Source: an optimization exercise on an open RTL-to-GDS flow (aim: a short achievable clock period and few clock cycles per item). Production flows keep margins and buffers that such runs may drop.
Only simulation tests tie the RTL to the original design; equivalence was not proved.
The clock port is modelled as an ideal driver, which makes a skipped or thinned clock tree look cheaper than it is; a real chip needs a root buffer or a tree.
Power figures rest on the tool's default switching activity, not on a simulated workload.

// core_top
module core_top (
  input  logic    clk,
  input  logic    rst_n,
  input  logic [31:0]       inst,
  output logic [31:0]       pc,
  output logic              retire_valid,
  output logic [4:0]        retire_rd,
  output logic [31:0]       retire_data
);
For scale: roughly 71000 µm² of cells after synthesis.
==> module fetch_sequencer, before the edit <==
module fetch_sequencer (
  input  logic        clk,
  input  logic        rst_q,    
  input  logic [31:0] inst,
  output logic [31:0] pc,
  output logic [31:0] ir,       
  output logic        ir_v,     
  output logic [31:1] oh1,      
  output logic [31:1] oh2       
);
  logic [29:0] pcw;
  always_ff @(posedge clk) begin
    if (!rst_q) begin
      pcw <= 30'h2000_0000;
    end else begin
      pcw <= pcw + 30'd1;
    end
  end
  assign pc = {pcw, 2'b00};
  always_ff @(posedge clk) begin
    ir   <= inst;
    ir_v <= rst_q;
    for (int i = 1; i < 32; i++) begin
      oh1[i] <= (inst[19:15] == 5'(i));
      oh2[i] <= (inst[24:20] == 5'(i));
    end
  end
endmodule
==> module reg_file, before the edit <==
module reg_file (
  input  logic        clk,
  input  logic        rst_q,
  input  logic [31:1] wsel,     
  input  logic [31:0] wd,
  input  logic [31:1] rsel1,
  input  logic [31:1] rsel2,
  output logic [31:0] rd1,
  output logic [31:0] rd2
);
  logic [31:0] regs [1:32-1];
  genvar i;
  generate
    for (i = 1; i < 32; i++) begin : g_reg
      always_ff @(posedge clk) begin
        if (!rst_q) begin
          regs[i] <= '0;
        end else if (wsel[i]) begin
          regs[i] <= wd;
        end
      end
    end
  endgenerate
  always_comb begin
    rd1 = '0;
    rd2 = '0;
    for (int k = 1; k < 32; k++) begin
      rd1 = rd1 | ({32{rsel1[k]}} & regs[k]);
      rd2 = rd2 | ({32{rsel2[k]}} & regs[k]);
    end
  end
endmodule
==> module core_top, before the edit <==
module core_top (
  input  logic    clk,
  input  logic    rst_n,
  input  logic [31:0]       inst,
  output logic [31:0]       pc,
  output logic              retire_valid,
  output logic [4:0]        retire_rd,
  output logic [31:0]       retire_data
);
  logic rst_q;
  always_ff @(posedge clk) begin
    rst_q <= rst_n;
  end
  logic [31:0] ir;
  logic        ir_v;
  logic [31:1] oh1;
  logic [31:1] oh2;
  fetch_sequencer u_seq (
    .clk   (clk),
    .rst_q (rst_q),
    .inst  (inst),
    .pc    (pc),
    .ir    (ir),
    .ir_v  (ir_v),
    .oh1   (oh1),
    .oh2   (oh2)
  );
  logic        d_exec;
  logic        d_is_reg;
  logic [4:0]  d_rd;
  logic [4:0]  d_rs1;
  logic [4:0]  d_rs2;
  logic [31:0] d_imm;
  logic        d_sub;
  logic [6:0]  d_sel;
  decode_unit u_dec (
    .inst   (ir),
    .exec   (d_exec),
    .is_reg (d_is_reg),
    .rd     (d_rd),
    .rs1    (d_rs1),
    .rs2    (d_rs2),
    .imm    (d_imm),
    .sub    (d_sub),
    .sel    (d_sel)
  );
  logic        e_v;       
  logic        e_we;      
  logic [31:1] e_wsel;    
  logic [4:0]  e_rd;
  logic [31:0] e_a;
  logic [31:0] e_b;
  logic [31:0] e_bx;
  logic [3:0]  e_fa;      
  logic [3:0]  e_fb;
  logic [3:0]  e_fbp;
  logic [3:0]  e_fbn;
  logic        e_sub;
  logic [6:0]  e_sel;
  logic [6:0]  e_sel_r;   
  logic [6:0]  e_sel_w;   
  logic        w_v;
  logic        w_we;
  logic [31:1] w_wsel;
  logic [4:0]  w_rd;
  logic [31:0] w_data;    
  logic [31:0] f_data;    
  logic [4:0]  r_rd;      
  logic [31:0] r_data;
  logic [31:0] rf_a;
  logic [31:0] rf_b;
  reg_file u_rf (
    .clk   (clk),
    .rst_q (rst_q),
    .wsel  (w_wsel),
    .wd    (w_data),
    .rsel1 (oh1),
    .rsel2 (oh2),
    .rd1   (rf_a),
    .rd2   (rf_b)
  );
  logic        d_v;
  logic        d_we;
  logic [31:0] d_a;
  logic [31:0] d_b;
  assign d_v  = ir_v && rst_q && d_exec;
  assign d_we = d_v && (d_rd != 5'd0);
  assign d_a = (w_we && w_rd == d_rs1) ? w_data : rf_a;
  assign d_b = !d_is_reg ? d_imm
             : (w_we && w_rd == d_rs2) ? w_data : rf_b;
  logic [31:1] d_wsel;
  logic [31:0] oh1_x;
  logic [31:0] oh2_x;
  logic [3:0]  d_fa;
  logic [3:0]  d_fb;
  logic        p_a2;
  logic        p_b2;
  always_comb begin
    for (int i = 1; i < 32; i++) begin
      d_wsel[i] = d_we && (d_rd == 5'(i));
    end
  end
  always_ff @(posedge clk) begin
    p_a2 <= d_we && (d_rd == inst[19:15]);
    p_b2 <= d_we && (d_rd == inst[24:20]);
  end
  assign oh1_x = {oh1, 1'b0};
  assign oh2_x = {oh2, 1'b0};
  assign d_fa[0] = e_we && (e_rd == d_rs1);
  assign d_fa[1] = |(e_wsel & oh1);
  assign d_fa[2] = p_a2;
  assign d_fa[3] = e_we && oh1_x[e_rd];
  assign d_fb[0] = d_is_reg && e_we && (e_rd == d_rs2);
  assign d_fb[1] = d_is_reg && |(e_wsel & oh2);
  assign d_fb[2] = d_is_reg && p_b2;
  assign d_fb[3] = d_is_reg && e_we && oh2_x[e_rd];
  always_ff @(posedge clk) begin
    e_v     <= d_v;
    e_we    <= d_we;
    e_wsel  <= d_wsel;
    e_rd    <= d_rd;
    e_a     <= d_fa[0] ? 32'd0 : d_a;
    e_b     <= d_fb[0] ? 32'd0 : d_b;
    e_bx    <= d_fb[0] ? 32'd0 : (d_b ^ {32{d_sub}});
    e_fa    <= d_fa;
    e_fb    <= d_fb;
    e_fbp   <= d_fb & {4{!d_sub}};
    e_fbn   <= d_fb & {4{d_sub}};
    e_sub   <= d_sub;
    e_sel   <= d_sel;
    e_sel_r <= d_sel & {7{d_v}};
    e_sel_w <= d_sel & {7{d_we}};
  end
  logic [31:0] e_res;
  logic [31:0] e_res_r;
  logic [31:0] e_res_w;
  execute_unit u_exe (
    .op_a   (e_a),
    .op_b   (e_b),
    .op_bx  (e_bx),
    .fwd    (f_data),
    .fa     (e_fa),
    .fb     (e_fb),
    .fbp    (e_fbp),
    .fbn    (e_fbn),
    .sub    (e_sub),
    .sel      (e_sel),
    .sel_r    (e_sel_r),
    .sel_w    (e_sel_w),
    .result   (e_res),
    .result_r (e_res_r),
    .result_w (e_res_w)
  );
  always_ff @(posedge clk) begin
    w_v    <= e_v && rst_q && rst_n;
    w_we   <= e_we && rst_q;
    w_wsel <= e_wsel & {31{rst_q}};
    w_rd   <= e_rd;
    f_data <= e_res;
    r_rd   <= e_rd & {5{e_v}};
    r_data <= e_res_r;
    w_data <= e_res_w;
  end
  assign retire_valid = w_v;
  assign retire_rd    = r_rd;
  assign retire_data  = r_data;
endmodule
clock: 12.0 ns
lec_check: 0
abc_clock_period_in_ps: 3000
cap_margin: 50
cell_pad_in_sites_detail_placement: 1
cell_pad_in_sites_global_placement: 2
core_margin: 2
core_utilization: 40
slew_margin: 70
standard.sh (not shown) runs the stock make flow with config.mk's settings and CLKGATE_MAP_FILE= SYNTH_SCRIPT=/design/flow/synth_recipe.tcl, a recipe that flattens the netlist after the stock synthesis.
==> flow/flow/run.sh <==
#!/bin/bash
# Standard ORFS layout with two changes:
#  - repair_timing aims below the clock period (setup margin), so the layout
#    is pushed past merely meeting 12 ns;
#  - after the standard CTS stage, the clock tree is rebuilt by mytree.tcl:
#    the clock port drives four root buffers, each feeds three buffers, each
#    of those feeds six leaf buffers, and each leaf drives an equal, compact
#    group of flip-flops (recursive bisection of their positions). The tree
#    is balanced for all flip-flops alike. mytree.tcl then runs a setup
#    repair on placement parasitics; timing repair (setup and hold) runs
#    again as usual in the global-route stage.
# Each tool's output goes to its own log file in this folder.
set -uo pipefail
VARS="SETUP_SLACK_MARGIN=8.6"
RES=orfs/results/sky130hd/core_top/base

bash standard.sh $VARS cts > make_cts.log 2>&1 || exit 1

IN_ODB=$RES/4_cts.odb IN_SDC=$RES/4_cts.sdc OUT_ODB=$RES/4_cts_tree.odb \
  FANOUT="4 3 6" ROOT_AT_PORT=1 ROOT_PULL=0.5 REPAIR_MARGIN=8.8 \
  openroad -no_init -exit flow/mytree.tcl > mytree.log 2>&1 || exit 1
cp $RES/4_cts_tree.odb $RES/4_cts.odb
touch $RES/4_cts.sdc

bash standard.sh $VARS finish > make_finish.log 2>&1
Other scripts of this flow, unchanged in this note and not shown: flow/flow/mytree.tcl
Testbench counts at the start, summed over its fixed seeds: cycles 16,032, items 16,000.
Change:
--- a/flow/design.v
+++ b/flow/design.v
@@ -56,5 +56,7 @@
   output logic        ir_v,     
   output logic [31:1] oh1,      
-  output logic [31:1] oh2       
+  output logic [31:1] oh2,      
+  output logic [31:1] oh1h,     
+  output logic [31:1] oh2h      
 );
   logic [29:0] pcw;
@@ -73,4 +75,6 @@
       oh1[i] <= (inst[19:15] == 5'(i));
       oh2[i] <= (inst[24:20] == 5'(i));
+      oh1h[i] <= (inst[19:18] == 2'(i >> 3)) && (inst[17:15] == 3'(i & 7));
+      oh2h[i] <= (inst[24:23] == 2'(i >> 3)) && (inst[22:20] == 3'(i & 7));
     end
   end
@@ -118,6 +122,8 @@
   input  logic [31:1] wsel,     
   input  logic [31:0] wd,
-  input  logic [31:1] rsel1,
+  input  logic [31:1] rsel1,    
   input  logic [31:1] rsel2,
+  input  logic [31:1] rsel1h,   
+  input  logic [31:1] rsel2h,
   output logic [31:0] rd1,
   output logic [31:0] rd2
@@ -140,6 +146,6 @@
     rd2 = '0;
     for (int k = 1; k < 32; k++) begin
-      rd1 = rd1 | ({32{rsel1[k]}} & regs[k]);
-      rd2 = rd2 | ({32{rsel2[k]}} & regs[k]);
+      rd1 = rd1 | ({{16{rsel1h[k]}}, {16{rsel1[k]}}} & regs[k]);
+      rd2 = rd2 | ({{16{rsel2h[k]}}, {16{rsel2[k]}}} & regs[k]);
     end
   end
@@ -239,4 +245,6 @@
   logic [31:1] oh1;
   logic [31:1] oh2;
+  logic [31:1] oh1h;
+  logic [31:1] oh2h;
   fetch_sequencer u_seq (
     .clk   (clk),
@@ -247,5 +255,7 @@
     .ir_v  (ir_v),
     .oh1   (oh1),
-    .oh2   (oh2)
+    .oh2   (oh2),
+    .oh1h  (oh1h),
+    .oh2h  (oh2h)
   );
   logic        d_exec;
@@ -300,4 +310,6 @@
     .rsel1 (oh1),
     .rsel2 (oh2),
+    .rsel1h(oh1h),
+    .rsel2h(oh2h),
     .rd1   (rf_a),
     .rd2   (rf_b)
Outcome:
- clock skew drops by 0.014 ns
- worst setup slack loses 0.035 ns
- global-route usage drops by 1.4 points
- hold slack gains 0.037 ns
- final cell count climbs by 1.8%
- routed wire length drops by 0.51%
- power climbs by 3.1%
- sequential power climbs by 4.4%
- via count climbs by 0.60%
- combinational power stays flat
- first-iteration DRC count drops by 12%
- clock power climbs by about 2%
Testbench counts after the change, summed over its fixed seeds: cycles 16,032, items 16,000.
No run of this note takes its clock network from TritonCTS; it comes from the design's own scripts or RTL.

[afterwards: timing with drivers on the ports]
In the flow no input, the clock included, has a driving cell. The finished layouts below were timed again as built, in two steps. Step 1: set_driving_cell puts a clkbuf_16 on clk and a buf_2 on each other input, an assumption about the parent block. Step 2 adds t to the input delays and takes it off the output delays; t is the mean of the earliest and latest rising clock arrival at the registers after step 1. Input paths then give back, and output paths get back, about the clock's delay inside the block. Slacks: ideal ports / drivers / drivers and shift; pairs: ideal ports / drivers.
run | shift t [ns] | setup WS [ns] | worst setup path after step 2 | slew at the worst register clock pin (ns) | worst slew at a driven data input, ns
the first run | 0.661 | 8.505 / 8.399 / 8.177 | input to register | 0.10 / 0.10 | 0.06
the second run | 0.708 | 8.471 / 8.339 / 8.501 | input to register | 0.11 / 0.11 | 0.05
After both steps every run listed still meets setup and hold. For the first run, which loses most, drivers alone change the setup slack by -0.106 ns; drivers and shift together by -0.328 ns.
